This design comes from an exercise in tuning for small area on the open sky130 flow, not from production work. In this exercise RTL edits were held to simulation tests only and were not proved equivalent to the original. Power and IR drop assume default switching activity.

== rev 12 ==
==> flow/design.v (excerpt) <==
module simple_dmem #(
    parameter int unsigned LAT     = 2,
    parameter logic [7:0]  RO_BASE = 8'hF0
) (
    input  logic       clk,
    input  logic       rst,
    input  logic       mem_req,
    input  logic       mem_we,
    input  logic [7:0] mem_addr,
    input  logic [7:0] mem_wdata,
    output logic [7:0] mem_rdata,
    output logic       mem_ready,
    output logic       err,
    output logic [7:0] rd_cnt,
    output logic [7:0] wr_cnt
);
export LEC_CHECK = 0
export CAP_MARGIN = 20
export CORE_MARGIN = 2
export CORE_UTILIZATION = 78
export PLACE_DENSITY = 0.86
export SLEW_MARGIN = 20
export SYNTH_HIERARCHICAL = 1
create_clock -name core_clock -period 8.0 [get_ports {clk}]
standard.sh (not shown) runs the stock make flow with config.mk's settings and CLKGATE_MAP_FILE= SYNTH_SCRIPT=/design/flow/synth_recipe.tcl, a recipe that flattens the netlist after the stock synthesis.
==> flow/flow/run.sh <==
#!/bin/bash
set -euo pipefail
export CTS_ARGS="-sink_clustering_enable -repair_clock_nets -dont_use_dummy_load -sink_clustering_size 16 -sink_clustering_max_diameter 35 -buf_list sky130_fd_sc_hd__clkbuf_16 -root_buf sky130_fd_sc_hd__clkbuf_16 -tree_buf sky130_fd_sc_hd__clkbuf_16 -sink_clustering_buffer sky130_fd_sc_hd__clkbuf_8"
export BUFFER_PORTS_ARGS="-buffer_cell sky130_fd_sc_hd__buf_1"
bash standard.sh > standard.log 2>&1
Setup changes, rev 12 to rev 13
- PLACE_DENSITY: 0.86 -> 0.8
- CORE_UTILIZATION: 78 -> 70
==> flow/flow/run.sh <==
#!/bin/bash
set -euo pipefail
export CTS_ARGS="-sink_clustering_enable -repair_clock_nets -dont_use_dummy_load -sink_clustering_size 28 -sink_clustering_max_diameter 50 -buf_list sky130_fd_sc_hd__clkbuf_16"
export BUFFER_PORTS_ARGS="-buffer_cell sky130_fd_sc_hd__buf_1"
bash standard.sh > standard.log 2>&1
Row clock group share of total power: rev 13 higher / rev 12 lower
Total power in rev 13 is 720 uW higher than in rev 12
Relative to rev 12, the number of tap cells inserted measured on rev 13 has increased by more than 10%.
Of rev 13 and rev 12, the run reporting the lower worst setup slack was rev 13.
Looking at share of the core filled with cells, rev 13 sits 8.2 points lower than rev 12 does.
input pin to flop as the critical setup path kind was reported by rev 12, and flop to flop by rev 13.
Going from rev 12 to rev 13, leakage power total rose about 1.1%; logic depth of the worst path, buffers included moved down; arrival time of data at the critical path endpoint climbed 0.22 ns.
Going from rev 12 to rev 13, finished layout cell area picked up an extra 1.3%; reg-to-reg setup timing slack lost 0.32 ns; combinational fraction of design power lost 0.9 points.

---

simple_dmem again, from the RTL that the note above started with.
Design simple_dmem, start of the top module:
module simple_dmem #(
    parameter int unsigned LAT     = 2,
    parameter logic [7:0]  RO_BASE = 8'hF0
) (
    input  logic       clk,
    input  logic       rst,
    input  logic       mem_req,
    input  logic       mem_we,
    input  logic [7:0] mem_addr,
    input  logic [7:0] mem_wdata,
    output logic [7:0] mem_rdata,
    output logic       mem_ready,
    output logic       err,
    output logic [7:0] rd_cnt,
    output logic [7:0] wr_cnt
);
Settings: LEC_CHECK=0, CAP_MARGIN=20, CORE_MARGIN=2, CORE_UTILIZATION=78, PLACE_DENSITY=0.86, SLEW_MARGIN=20, SYNTH_HIERARCHICAL=1; clock period 8.0 ns.
==> flow/flow/run.sh <==
#!/bin/bash
set -euo pipefail
export CTS_ARGS="-sink_clustering_enable -repair_clock_nets -dont_use_dummy_load -sink_clustering_size 10 -sink_clustering_max_diameter 30 -buf_list sky130_fd_sc_hd__clkbuf_16 -root_buf sky130_fd_sc_hd__clkbuf_16 -tree_buf sky130_fd_sc_hd__clkbuf_16 -sink_clustering_buffer sky130_fd_sc_hd__clkbuf_4"
export BUFFER_PORTS_ARGS="-buffer_cell sky130_fd_sc_hd__buf_1"
bash standard.sh > standard.log 2>&1
==> next run, changes <==
==> flow/run.sh (new file) <==
#!/bin/bash
# synth_recipe.tcl (not shown) runs the flow's synth.tcl, then flattens the netlist and writes it again
# the make line also repeats each setting of config.mk as NAME=value (left out here)
make -C /OpenROAD-flow-scripts/flow DESIGN_CONFIG=/design/flow/config.mk WORK_HOME=/design/flow/orfs CLKGATE_MAP_FILE= SYNTH_SCRIPT=/design/flow/synth_recipe.tcl finish
--- a/flow/config.mk
+++ b/flow/config.mk
@@ -9,4 +9,7 @@
 export CORE_MARGIN = 2
-export CORE_UTILIZATION = 78
-export PLACE_DENSITY = 0.86
+export CORE_UTILIZATION = 70
+export CTS_BUF_LIST = sky130_fd_sc_hd__clkbuf_16
+export CTS_CLUSTER_DIAMETER = 50
+export CTS_CLUSTER_SIZE = 28
+export PLACE_DENSITY = 0.8
 export SLEW_MARGIN = 20
removed: flow/flow/run.sh
removed: flow/standard.sh
The new run produced a clean layout; worst setup slack is worse by 0.10 ns; wire length falls by 5.1%; clock power came out higher by 54%; via count fell by 4.2%; die area went up by 11%; cell area went up by 5.0%; count of clock-buffer cells in the layout goes down by 106; register-to-register slack degrades by 0.02 ns; power grows by 14%; synthesized cell count is unchanged; critical path depth decreases by 2.

---

## main
Another version of the RTL of simple_dmem (not shown whole).
Size: roughly 2000 flip-flops, ~46 I/O pins, roughly 0.052 mm^2 of cells after synthesis.
## simple_dmem
module simple_dmem #(
    parameter int unsigned LAT     = 2,
    parameter logic [7:0]  RO_BASE = 8'hF0
) (
    input  logic       clk,
    input  logic       rst,
    input  logic       mem_req,
    input  logic       mem_we,
    input  logic [7:0] mem_addr,
    input  logic [7:0] mem_wdata,
    output logic [7:0] mem_rdata,
    output logic       mem_ready,
    output logic       err,
    output logic [7:0] rd_cnt,
    output logic [7:0] wr_cnt
);
clock: 8.0 ns
lec_check: 0
cap_margin: 20
core_margin: 2
core_utilization: 84
place_density: 0.9
slew_margin: 20
synth_hierarchical: 1
==> flow/flow/run.sh <==
#!/bin/bash
set -euo pipefail
export CTS_ARGS="-sink_clustering_enable -repair_clock_nets -dont_use_dummy_load -sink_clustering_size 18 -sink_clustering_max_diameter 38 -buf_list sky130_fd_sc_hd__clkbuf_16 -root_buf sky130_fd_sc_hd__clkbuf_16 -tree_buf sky130_fd_sc_hd__clkbuf_16 -sink_clustering_buffer sky130_fd_sc_hd__clkbuf_8"
export BUFFER_PORTS_ARGS="-buffer_cell sky130_fd_sc_hd__buf_1"
bash standard.sh > standard.log 2>&1
main did not finish: a tool error stopped it during global routing.
Input-level comparison between the feature branch and main:
==> flow/flow/run.sh <==
#!/bin/bash
set -euo pipefail
export CTS_ARGS="-sink_clustering_enable -repair_clock_nets -dont_use_dummy_load -sink_clustering_size 10 -sink_clustering_max_diameter 30 -buf_list sky130_fd_sc_hd__clkbuf_16 -root_buf sky130_fd_sc_hd__clkbuf_16 -tree_buf sky130_fd_sc_hd__clkbuf_16 -sink_clustering_buffer sky130_fd_sc_hd__clkbuf_4"
export BUFFER_PORTS_ARGS="-buffer_cell sky130_fd_sc_hd__buf_1"
bash standard.sh > standard.log 2>&1
### Flow results
- Run status, the feature branch: aborted in global routing, error GRT-0116
- As far as count of standard-cell rows goes, main and the feature branch are indistinguishable; the numbers are identical.
- Netlist area before placement came out exactly the same in main and the feature branch.
- ~same level count of the clock H-tree in main and the feature branch
- The feature branch vs. main: number of buffers added by the clock tree synthesis step went up by 49%.
- Re number of distinct standard cells referenced by the synthesized netlist: no difference whatsoever between the feature branch and main.
- As far as number of instances in the synthesized netlist goes, the feature branch and main are indistinguishable; the numbers are identical.
- Re number of sinks handled by clock tree synthesis: no difference whatsoever between the feature branch and main.
- main → the feature branch: mean instance size in the synthesized netlist roughly the same; area of placed instances ~0 delta; die span in x about even.
- Starting density of the core came out exactly the same in main and the feature branch.

## separate check: timing with driven ports
Ports are ideal in the flow. The routed layouts listed here were re-timed in OpenROAD. Step 1 sets driving cells, clkbuf_16 on the clock port and buf_2 on the other inputs (assumed; they add their load-dependent delay and slew). Step 2 adds t to the input delays and takes it off the output delays; t is the mean of the earliest and latest rising clock arrival at the registers after step 1. Input paths then give back, and output paths get back, about the clock's delay inside the block. a / b / c = no drivers / after step 1 / after step 2; a / b = the first two.
run | shift t [ns] | slack for setup (ns) | latest minus earliest clock arrival (ns) | cell pins on the clock port's net
rev 12 | 0.762 | 2.217 / 2.257 / 1.495 | 0.106 / 0.106 | 1
rev 13 | 0.780 | 1.990 / 1.990 / 1.454 | 0.076 / 0.076 | 1
the first run of note 2 | 0.767 | 1.921 / 1.947 / 1.195 | 0.096 / 0.096 | 1
the second run of note 2 | 0.758 | 1.821 / 1.860 / 1.103 | 0.045 / 0.045 | 1
After both steps setup and hold are still met in every run listed. The setup slack of the first run of note 2, which loses most, moves by +0.026 ns with the drivers and by -0.726 ns with both steps.
